Context: an optimization exercise on an open-source flow, tuned for small area. The choices shown serve that exercise and are no tape-out recipe.
In this exercise RTL edits were held to simulation tests only and were not proved equivalent to the original.
Power and IR drop assume default switching activity.

Design g_tcam_array, start of the top module:
module g_tcam_array #(
    parameter int WIDTH = 32,
    parameter int DEPTH = 32,
    parameter int ADDR_W = $clog2(DEPTH)
) (
    input  logic              clk,
    input  logic              rst,
    input  logic              clr_all,
    input  logic              wr_en,
    input  logic [ADDR_W-1:0] wr_addr,
    input  logic [WIDTH-1:0]  wr_key,
    input  logic [WIDTH-1:0]  wr_mask,
    input  logic              wr_vld,
    input  logic              srch_vld,
    input  logic [WIDTH-1:0]  srch_key,
    output logic              rslt_vld,
    output logic              rslt_hit,
    output logic [ADDR_W-1:0] rslt_addr,
    output logic              rslt_multi,
    output logic [ADDR_W:0]   rslt_cnt
);
    localparam int CNT_W  = ADDR_W + 1;
    logic [WIDTH-1:1]  ok1_q [DEPTH];
    logic [WIDTH-1:1]  ok0_q [DEPTH];
    logic [DEPTH-1:0]  ok1_b0_q, ok0_b0_q;
    logic [WIDTH-1:0]  ok1_d, ok0_d;
    logic [WIDTH-1:0]  ok1_dn, ok0_dn;
    logic [DEPTH-1:0]  match_c;
    logic [WIDTH-1:0]  srch_key_n;
    logic [DEPTH-1:0]  match_q;
    logic              s1_vld_q;
    logic [ADDR_W-1:0] enc_addr;
    logic [CNT_W-1:0]  enc_cnt;
    logic              rslt_vld_q;
    logic [ADDR_W-1:0] rslt_addr_q;
    logic [CNT_W-1:0]  rslt_cnt_q;
    assign srch_key_n = ~srch_key;
    always_comb begin
        ok1_d = wr_mask | wr_key;
        ok0_d = wr_mask | ~wr_key;
        ok1_d[0] = ok1_d[0] & wr_vld;
        ok0_d[0] = ok0_d[0] & wr_vld;
        ok1_dn = ~ok1_d;
        ok0_dn = ~ok0_d;
    end
    for (genvar i = 0; i < DEPTH; i++) begin : g_row
        logic             we, hold, hold_b0;
        logic [WIDTH-1:1] ok1_nx, ok0_nx;
        logic             ok1_b0_nx, ok0_b0_nx;
        assign we      = wr_en && (wr_addr == ADDR_W'(i));
        assign hold    = ~we;
        assign hold_b0 = ~(we || clr_all);
        g_tcam_row_load #(.WIDTH(2 * (WIDTH - 1))) u_load (
            .hold   (hold),
            .new_n  ({ok1_dn[WIDTH-1:1], ok0_dn[WIDTH-1:1]}),
            .old_q  ({ok1_q[i], ok0_q[i]}),
  ...
==> module g_tcam_array, before the edit <==
module g_tcam_array #(
    parameter int WIDTH = 32,
    parameter int DEPTH = 32,
    parameter int ADDR_W = $clog2(DEPTH)
) (
    input  logic              clk,
    input  logic              rst,
    input  logic              clr_all,
    input  logic              wr_en,
    input  logic [ADDR_W-1:0] wr_addr,
    input  logic [WIDTH-1:0]  wr_key,
    input  logic [WIDTH-1:0]  wr_mask,
    input  logic              wr_vld,
    input  logic              srch_vld,
    input  logic [WIDTH-1:0]  srch_key,
    output logic              rslt_vld,
    output logic              rslt_hit,
    output logic [ADDR_W-1:0] rslt_addr,
    output logic              rslt_multi,
    output logic [ADDR_W:0]   rslt_cnt
);
    localparam int CNT_W  = ADDR_W + 1;
    logic [WIDTH-1:1]  ok1_q [DEPTH];
    logic [WIDTH-1:1]  ok0_q [DEPTH];
    logic [DEPTH-1:0]  ok1_b0_q, ok0_b0_q;
    logic [WIDTH-1:0]  ok1_d, ok0_d;
    logic [WIDTH-1:0]  ok1_dn, ok0_dn;
    logic [DEPTH-1:0]  match_c;
    logic [WIDTH-1:0]  srch_key_n;
    logic [DEPTH-1:0]  match_q;
    logic              s1_vld_q;
    logic [ADDR_W-1:0] enc_addr;
    logic [CNT_W-1:0]  enc_cnt;
    logic              rslt_vld_q;
    logic [ADDR_W-1:0] rslt_addr_q;
    logic [CNT_W-1:0]  rslt_cnt_q;
    assign srch_key_n = ~srch_key;
    always_comb begin
        ok1_d = wr_mask | wr_key;
        ok0_d = wr_mask | ~wr_key;
        ok1_d[0] = ok1_d[0] & wr_vld;
        ok0_d[0] = ok0_d[0] & wr_vld;
        ok1_dn = ~ok1_d;
        ok0_dn = ~ok0_d;
    end
    for (genvar i = 0; i < DEPTH; i++) begin : g_row
        logic             we, hold, hold_b0;
        logic [WIDTH-1:1] ok1_nx, ok0_nx;
        logic             ok1_b0_nx, ok0_b0_nx;
        assign we      = wr_en && (wr_addr == ADDR_W'(i));
        assign hold    = ~we;
        assign hold_b0 = ~(we || clr_all);
        g_tcam_row_load #(.WIDTH(2 * (WIDTH - 1))) u_load (
            .hold   (hold),
            .new_n  ({ok1_dn[WIDTH-1:1], ok0_dn[WIDTH-1:1]}),
            .old_q  ({ok1_q[i], ok0_q[i]}),
            .next_d ({ok1_nx, ok0_nx})
        );
        g_tcam_row_load #(.WIDTH(2)) u_load_b0 (
            .hold   (hold_b0),
            .new_n  ({ok1_dn[0] || clr_all, ok0_dn[0] || clr_all}),
            .old_q  ({ok1_b0_q[i], ok0_b0_q[i]}),
            .next_d ({ok1_b0_nx, ok0_b0_nx})
        );
        always_ff @(posedge clk) begin
            ok1_q[i] <= ok1_nx;
            ok0_q[i] <= ok0_nx;
        end
        always_ff @(posedge clk or posedge rst) begin
            if (rst) begin
                ok1_b0_q[i] <= 1'b0;
                ok0_b0_q[i] <= 1'b0;
            end else begin
                ok1_b0_q[i] <= ok1_b0_nx;
                ok0_b0_q[i] <= ok0_b0_nx;
            end
        end
    end
    for (genvar i = 0; i < DEPTH; i++) begin : g_ent
        logic [WIDTH-1:0]   ok1_e, ok0_e;
        logic [WIDTH/4-1:0] grp_ok;
        assign ok1_e = {ok1_q[i], ok1_b0_q[i]};
        assign ok0_e = {ok0_q[i], ok0_b0_q[i]};
        for (genvar g = 0; g < WIDTH / 4; g++) begin : g_grp
            g_tcam_match4 u_m4 (
                .s    (srch_key[4*g +: 4]),
                .s_n  (srch_key_n[4*g +: 4]),
                .ok1  (ok1_e[4*g +: 4]),
                .ok0  (ok0_e[4*g +: 4]),
                .ok   (grp_ok[g])
            );
        end
        assign match_c[i] = &grp_ok;
    end
    always_ff @(posedge clk) begin
        match_q <= match_c;
    end
    always_ff @(posedge clk or posedge rst) begin
        if (rst) s1_vld_q <= 1'b0;
        else     s1_vld_q <= srch_vld;
    end
    always_comb begin
        enc_addr = '0;
        enc_cnt  = '0;
        for (int i = DEPTH - 1; i >= 0; i--) begin
            if (match_q[i]) enc_addr = ADDR_W'(i);
        end
        for (int i = 0; i < DEPTH; i++) begin
            enc_cnt = enc_cnt + CNT_W'(match_q[i]);
        end
    end
    always_ff @(posedge clk or posedge rst) begin
        if (rst) begin
            rslt_vld_q  <= 1'b0;
            rslt_addr_q <= '0;
            rslt_cnt_q  <= '0;
        end else begin
            rslt_vld_q  <= s1_vld_q;
            rslt_addr_q <= s1_vld_q ? enc_addr : '0;
            rslt_cnt_q  <= s1_vld_q ? enc_cnt : '0;
        end
    end
    assign rslt_vld   = rslt_vld_q;
    assign rslt_hit   = |rslt_cnt_q;
    assign rslt_addr  = rslt_addr_q;
    assign rslt_multi = |rslt_cnt_q[CNT_W-1:1];
    assign rslt_cnt   = rslt_cnt_q;
endmodule
==> flow/config.mk <==
export PLATFORM = sky130hd
export DESIGN_NAME = g_tcam_array
export DESIGN_NICKNAME = g_tcam_array
export VERILOG_FILES = /design/flow/design.v
export SDC_FILE = /design/flow/constraint.sdc
export NUM_CORES = 4
export LEC_CHECK = 0
export ABC_AREA = 1
export CAP_MARGIN = 20
export CORE_MARGIN = 2
export CORE_UTILIZATION = 50
export PLACE_DENSITY = 0.6
export SLEW_MARGIN = 20
export SYNTH_HIERARCHICAL = 1
export SYNTH_MINIMUM_KEEP_SIZE = 0
==> flow/constraint.sdc <==
create_clock -name core_clock -period 6.0 [get_ports {clk}]
set_input_delay 1.2000 -clock core_clock [delete_from_list [all_inputs] [get_ports {clk}]]
set_output_delay 1.2000 -clock core_clock [all_outputs]
set_load 0.01 [all_outputs]
standard.sh (not shown) runs the stock make flow with config.mk's settings and CLKGATE_MAP_FILE= SYNTH_SCRIPT=/design/flow/synth_recipe.tcl, a recipe that flattens the netlist after the stock synthesis.
==> flow/flow/run.sh <==
#!/bin/bash
# Own layout flow: the standard ORFS flow (standard.sh) with three changes.
#  - Synthesis uses an area-only ABC mapping script (flow/abc_area.script). Flip-flops are
#    mapped before ABC runs, so the registers, their names and cells are the standard ones.
#  - Ports are buffered with buf_1; repair_design sizes them up where needed.
#  - CTS clusters up to 25 sinks per leaf buffer and adds no dummy loads.
set -euo pipefail
W=$(pwd)
S="$W/own_scripts"
rm -rf "$S"
cp -r "$FLOW_HOME/scripts" "$S"
cp "$W/flow/abc_area.script" "$S/abc_area.script"
bash "$W/standard.sh" \
  SCRIPTS_DIR="$S" \
  ABC_AREA=1 \
  BUFFER_PORTS_ARGS="-buffer_cell sky130_fd_sc_hd__buf_1" \
  CTS_ARGS="-sink_clustering_enable -repair_clock_nets -dont_use_dummy_load -sink_clustering_size 25 -sink_clustering_max_diameter 100" \
  finish > "$W/own_flow_make.log" 2>&1
==> flow/flow/abc_area.script <==
strash
dch
amap
strash
dch
amap
topo
Rerun with:
--- a/flow/design.v
+++ b/flow/design.v
@@ -17,15 +17,15 @@
     output logic              rslt_hit,
     output logic [ADDR_W-1:0] rslt_addr,
     output logic              rslt_multi,
     output logic [ADDR_W:0]   rslt_cnt
 );
     localparam int CNT_W  = ADDR_W + 1;
-    logic [WIDTH-1:1]  ok1_q [DEPTH];
-    logic [WIDTH-1:1]  ok0_q [DEPTH];
-    logic [DEPTH-1:0]  ok1_b0_q, ok0_b0_q;
+    logic [WIDTH-1:0]  ok1_q [DEPTH];
+    logic [WIDTH-1:0]  ok0_q [DEPTH];
+    logic [DEPTH-1:0]  vld_q;
     logic [WIDTH-1:0]  ok1_d, ok0_d;
     logic [WIDTH-1:0]  ok1_dn, ok0_dn;
     logic [DEPTH-1:0]  match_c;
     logic [WIDTH-1:0]  srch_key_n;
     logic [DEPTH-1:0]  match_q;
     logic              s1_vld_q;
@@ -41,59 +41,49 @@
         ok1_d[0] = ok1_d[0] & wr_vld;
         ok0_d[0] = ok0_d[0] & wr_vld;
         ok1_dn = ~ok1_d;
         ok0_dn = ~ok0_d;
     end
     for (genvar i = 0; i < DEPTH; i++) begin : g_row
-        logic             we, hold, hold_b0;
-        logic [WIDTH-1:1] ok1_nx, ok0_nx;
-        logic             ok1_b0_nx, ok0_b0_nx;
-        assign we      = wr_en && (wr_addr == ADDR_W'(i));
-        assign hold    = ~we;
-        assign hold_b0 = ~(we || clr_all);
-        g_tcam_row_load #(.WIDTH(2 * (WIDTH - 1))) u_load (
+        logic             hold;
+        logic [WIDTH-1:0] ok1_nx, ok0_nx;
+        assign hold = ~(wr_en && (wr_addr == ADDR_W'(i)));
+        g_tcam_row_load #(.WIDTH(2 * WIDTH)) u_load (
             .hold   (hold),
-            .new_n  ({ok1_dn[WIDTH-1:1], ok0_dn[WIDTH-1:1]}),
+            .new_n  ({ok1_dn, ok0_dn}),
             .old_q  ({ok1_q[i], ok0_q[i]}),
             .next_d ({ok1_nx, ok0_nx})
-        );
-        g_tcam_row_load #(.WIDTH(2)) u_load_b0 (
-            .hold   (hold_b0),
-            .new_n  ({ok1_dn[0] || clr_all, ok0_dn[0] || clr_all}),
-            .old_q  ({ok1_b0_q[i], ok0_b0_q[i]}),
-            .next_d ({ok1_b0_nx, ok0_b0_nx})
         );
         always_ff @(posedge clk) begin
             ok1_q[i] <= ok1_nx;
             ok0_q[i] <= ok0_nx;
         end
-        always_ff @(posedge clk or posedge rst) begin
-            if (rst) begin
-                ok1_b0_q[i] <= 1'b0;
-                ok0_b0_q[i] <= 1'b0;
-            end else begin
-                ok1_b0_q[i] <= ok1_b0_nx;
-                ok0_b0_q[i] <= ok0_b0_nx;
+    end
+    always_ff @(posedge clk or posedge rst) begin
+        if (rst) begin
+            vld_q <= '0;
+        end else if (clr_all) begin
+            vld_q <= '0;
+        end else begin
+            for (int i = 0; i < DEPTH; i++) begin
+                if (wr_en && (wr_addr == ADDR_W'(i))) vld_q[i] <= 1'b1;
             end
         end
     end
     for (genvar i = 0; i < DEPTH; i++) begin : g_ent
-        logic [WIDTH-1:0]   ok1_e, ok0_e;
         logic [WIDTH/4-1:0] grp_ok;
-        assign ok1_e = {ok1_q[i], ok1_b0_q[i]};
-        assign ok0_e = {ok0_q[i], ok0_b0_q[i]};
         for (genvar g = 0; g < WIDTH / 4; g++) begin : g_grp
             g_tcam_match4 u_m4 (
                 .s    (srch_key[4*g +: 4]),
                 .s_n  (srch_key_n[4*g +: 4]),
-                .ok1  (ok1_e[4*g +: 4]),
-                .ok0  (ok0_e[4*g +: 4]),
+                .ok1  (ok1_q[i][4*g +: 4]),
+                .ok0  (ok0_q[i][4*g +: 4]),
                 .ok   (grp_ok[g])
             );
         end
-        assign match_c[i] = &grp_ok;
+        assign match_c[i] = vld_q[i] && (&grp_ok);
     end
     always_ff @(posedge clk) begin
         match_q <= match_c;
     end
     always_ff @(posedge clk or posedge rst) begin
         if (rst) s1_vld_q <= 1'b0;
- clock power is higher by about 1%
- sequential cell count is higher by 32
- first-iteration DRC count increases by 5.7%
- routed wire length rose by about 2.7%
- worst setup slack degrades by 0.099 ns

==> afterwards: timing with drivers on the ports <==
No port has a modelled driver above. Below, the same layouts with a new extraction and two added sets of constraints.
Step 1 assumes that a clkbuf_16 drives the clock port and a buf_2 every other input.
Step 2 also shifts input and output timing later by t, the mid clock arrival at the registers, as if the neighbouring blocks saw the same clock.
Three values: ideal ports, drivers, drivers and shift; two values: the first two.
run | t, ns | setup slack, ns | worst data-port slew with drivers (ns)
the first run | 0.811 | 1.000 / 1.000 / 1.000 | 0.04
the second run | 0.814 | 0.901 / 0.901 / 0.901 | 0.06
After both steps every run listed still meets setup and hold.
